This design comes from an exercise in tuning for small area and a short achievable clock period on the open sky130 flow, not from production work.
The RTL was checked by simulation tests, not by an equivalence proof against the original design.
The clock port is modelled as an ideal driver; clocking choices that lean on that would not hold on a real chip.
Power is estimated from default activity; no workload was simulated.

Design memAccessTop, start of the top module:
module memAccessTop #(
  parameter int memDepth = memPkg::DEFAULT_DEPTH
) (
  input  logic           clk,
  input  logic           rstN,
  input  memPkg::memOpT  op,
  input  memPkg::dataT   addr,
  input  memPkg::dataT   storeData,
  input  memPkg::regIdxT regIdx,
  output logic           loadValid,
  output memPkg::dataT   loadData,
  output memPkg::regIdxT loadReg
);
clock: 5.5 ns
lec_check: 0
cap_margin: 20
core_margin: 2
core_utilization: 72
cts_cluster_diameter: 100
cts_cluster_size: 30
place_density: 0.78
setup_slack_margin: 3.2
slew_margin: 20
synth_hierarchical: 1
synth_memory_max_bits: 16384
synth_minimum_keep_size: 0
standard.sh (not shown) runs the stock make flow with config.mk's settings and CLKGATE_MAP_FILE= SYNTH_SCRIPT=/design/flow/synth_recipe.tcl, a recipe that flattens the netlist after the stock synthesis.
==> flow/flow/run.sh <==
#!/bin/bash
# The standard flow with two changes after synthesis, which is the
# standard one and runs on its own first:
# - port buffers are plain buffers (buf_4) instead of the delay cells
#   buffer_ports picks by default;
# - clock tree synthesis inserts no dummy loads.
set -euo pipefail
bash standard.sh synth > synth.log 2>&1
bash standard.sh \
  "BUFFER_PORTS_ARGS=-buffer_cell sky130_fd_sc_hd__buf_4" \
  "CTS_ARGS=-sink_clustering_enable -repair_clock_nets -sink_clustering_size 30 -sink_clustering_max_diameter 100 -dont_use_dummy_load" \
  finish > layout.log 2>&1
The starting point went through all stages and came out clean.
Change:
==> flow/flow/run.sh (replaced) <==
#!/bin/bash
# The standard flow with three changes after synthesis, which is the
# standard one and runs on its own first:
# - port buffers are plain buffers (buf_4) instead of the delay cells
#   buffer_ports picks by default;
# - before clock tree synthesis, each output port's buffer is moved next
#   to the flip-flop that drives it (flow/outbuf.tcl), so the buffer drives
#   the wire to the pin;
# - clock tree synthesis inserts no dummy loads.
set -euo pipefail
bash standard.sh synth > synth.log 2>&1
bash standard.sh \
  "BUFFER_PORTS_ARGS=-buffer_cell sky130_fd_sc_hd__buf_4" \
  "PRE_CTS_TCL=$PWD/flow/outbuf.tcl" \
  "CTS_ARGS=-sink_clustering_enable -repair_clock_nets -sink_clustering_size 30 -sink_clustering_max_diameter 100 -dont_use_dummy_load" \
  finish > layout.log 2>&1
==> flow/flow/outbuf.tcl (new file) <==
# Move each output port's buffer next to the flip-flop that drives it, so
# the buffer, not the flip-flop, drives the wire to the pin.
set block [ord::get_db_block]
set moved 0
foreach bt [$block getBTerms] {
  if {[$bt getIoType] ne "OUTPUT"} { continue }
  set net [$bt getNet]
  set buf ""
  foreach it [$net getITerms] { if {[$it isOutputSignal]} { set buf [$it getInst] } }
  if {$buf eq ""} { continue }
  set src ""
  foreach it [$buf getITerms] {
    if {[$it isInputSignal]} {
      foreach it2 [[$it getNet] getITerms] { if {[$it2 isOutputSignal]} { set src [$it2 getInst] } }
    }
  }
  if {$src eq ""} { continue }
  set loc [$src getLocation]
  set w [[$src getMaster] getWidth]
  $buf setLocation [expr {[lindex $loc 0] + $w}] [lindex $loc 1]
  $buf setPlacementStatus PLACED
  incr moved
}
puts "outbuf: moved $moved output buffers next to their drivers"
detailed_placement
SETUP_SLACK_MARGIN = 3.35   (was 3.2)
Worst hold slack gets better by 0.0031 ns.
Clock-buffer cell count grows by 1.
Routed wire length increases by 10%.
Combinational power is higher by about 12%.
Global-route usage is higher by 2.6 points.
Die area is unchanged.
Clock skew rose by 0.022 ns.
Via count goes up by about 5%.
Design area increases by about 1.8%.
Utilization goes up by 1.4 points.
Total power climbs by 0.95%.

## job 3635
memAccessTop, a different RTL version from the one above (not shown whole).
Size in the first run: about 8900 cells after synthesis, about 4400 flip-flops, roughly 110 I/O pins, about 150000 sq um of cells after synthesis.
Settings: LEC_CHECK=0, CAP_MARGIN=20, CORE_MARGIN=2, CORE_UTILIZATION=72, CTS_CLUSTER_DIAMETER=100, CTS_CLUSTER_SIZE=30, PLACE_DENSITY=0.78, SETUP_SLACK_MARGIN=3.0, SLEW_MARGIN=20, SYNTH_HIERARCHICAL=1, SYNTH_MEMORY_MAX_BITS=16384, SYNTH_MINIMUM_KEEP_SIZE=0; clock period 5.5 ns.
==> flow/flow/run.sh <==
#!/bin/bash
# The standard flow with three changes after synthesis, which is the
# standard one and runs on its own first:
# - port buffers are plain buffers (buf_4) instead of the delay cells
#   buffer_ports picks by default;
# - before clock tree synthesis, each output port's buffer is moved next
#   to the flip-flop that drives it (flow/outbuf.tcl), so the buffer drives
#   the wire to the pin;
# - clock tree synthesis inserts no dummy loads.
set -euo pipefail
bash standard.sh synth > synth.log 2>&1
bash standard.sh \
  "BUFFER_PORTS_ARGS=-buffer_cell sky130_fd_sc_hd__buf_4" \
  "PRE_CTS_TCL=$PWD/flow/outbuf.tcl" \
  "CTS_ARGS=-sink_clustering_enable -repair_clock_nets -sink_clustering_size 30 -sink_clustering_max_diameter 100 -dont_use_dummy_load" \
  finish > layout.log 2>&1
==> flow/flow/outbuf.tcl <==
# Move each output port's buffer next to the flip-flop that drives it, so
# the buffer, not the flip-flop, drives the wire to the pin.
set block [ord::get_db_block]
set moved 0
foreach bt [$block getBTerms] {
  if {[$bt getIoType] ne "OUTPUT"} { continue }
  set net [$bt getNet]
  set buf ""
  foreach it [$net getITerms] { if {[$it isOutputSignal]} { set buf [$it getInst] } }
  if {$buf eq ""} { continue }
  set src ""
  foreach it [$buf getITerms] {
    if {[$it isInputSignal]} {
      foreach it2 [[$it getNet] getITerms] { if {[$it2 isOutputSignal]} { set src [$it2 getInst] } }
    }
  }
  if {$src eq ""} { continue }
  set loc [$src getLocation]
  set w [[$src getMaster] getWidth]
  $buf setLocation [expr {[lindex $loc 0] + $w}] [lindex $loc 1]
  $buf setPlacementStatus PLACED
  incr moved
}
puts "outbuf: moved $moved output buffers next to their drivers"
detailed_placement
Every stage of the flow completed for job 3635, and the final layout passed the timing, DRC and antenna checks.
> inputs changed (job 3635 -> job 4476)
Settings: SETUP_SLACK_MARGIN changed from 3.0 to 3.1.
Results
- Note that the post-CTS setup buffer count recorded for job 4476 amounts to 1.09 times the value seen in job 3635.
- Layout cell share with drive strength beyond 1: higher on job 4476
- The part of the total power dissipated in the clock network was comparable across job 3635 and job 4476.
- Compared to job 3635, job 4476 has biggest fanout along the worst timing path 24 higher.
- In the metrics for job 3635 and job 4476, the one carrying the higher total length of routed wires is job 4476.
- Diff job 3635 -> job 4476 | maximum cell stage delay along the critical path | decrease of 0.63 ns
--- input diff job 4476..job 121 ---
Settings: SETUP_SLACK_MARGIN: 3.1 -> 3.2.
### Flow results
- Job 121 was carried through to the last stage, and its layout satisfied the timing, DRC and antenna checks.
- Job 121 vs. job 4476: final period demand of the worst path now sits lower, number of antenna violations at the first check in global routing shows an increase of 3, post-layout total power stayed essentially flat, final estimated routing congestion in global placement flat.
- Job 121: worst setup slack is 0.047 ns higher than what job 4476 reported.
- Relative to job 4476, the global routing usage summed across all routing layers of job 121 is higher by 0.18 points.
- The worst-skew pair later-pin latency on job 121 is in line with that on job 4476.
- When job 121 is set beside job 4476, its number of gates on the worst path with buffers counted turns out to be 8 smaller.
- [job 121] met2 track utilization from global routing fell 1.2 points relative to job 4476
- Between job 121 and job 4476, the final-report setup violation count does not differ in any meaningful way.

-- port drivers added, routing unchanged --
The results above use ideal ports. As a check the final layouts listed here were re-extracted and re-timed, cells and wires unchanged.
Step 1: set_driving_cell puts a clkbuf_16 on clk and a buf_2 on each other input, an assumption about the parent block.
Step 2 also shifts input and output timing later by t, the mid clock arrival at the registers, as if the neighbouring blocks saw the same clock.
a / b / c = no drivers / after step 1 / after step 2; a / b = the first two.
run | shift t [ns] | setup slack, ns | worst hold slack (ns) | latest minus earliest clock arrival (ns) | worst register clock-pin slew, ns
the first run of note 1 | 0.958 | 2.916 / 2.828 / 2.030 | 0.317 / 0.257 / 0.332 | 0.045 / 0.045 | 0.12 / 0.12
the second run of note 1 | 0.941 | 2.993 / 2.904 / 2.058 | 0.321 / 0.258 / 0.335 | 0.077 / 0.076 | 0.12 / 0.12
job 3635 | 0.957 | 2.902 / 2.937 / 1.980 | 0.319 / 0.257 / 0.336 | 0.046 / 0.046 | 0.11 / 0.11
job 4476 | 0.939 | 2.978 / 2.942 / 2.003 | 0.322 / 0.257 / 0.332 | 0.070 / 0.070 | 0.12 / 0.12
job 121 | 0.952 | 3.025 / 2.937 / 2.103 | 0.307 / 0.249 / 0.334 | 0.051 / 0.052 | 0.12 / 0.12
After both steps setup and hold are still met in every run listed. The setup slack of job 4476, which loses most, moves by -0.036 ns with the drivers and by -0.975 ns with both steps.
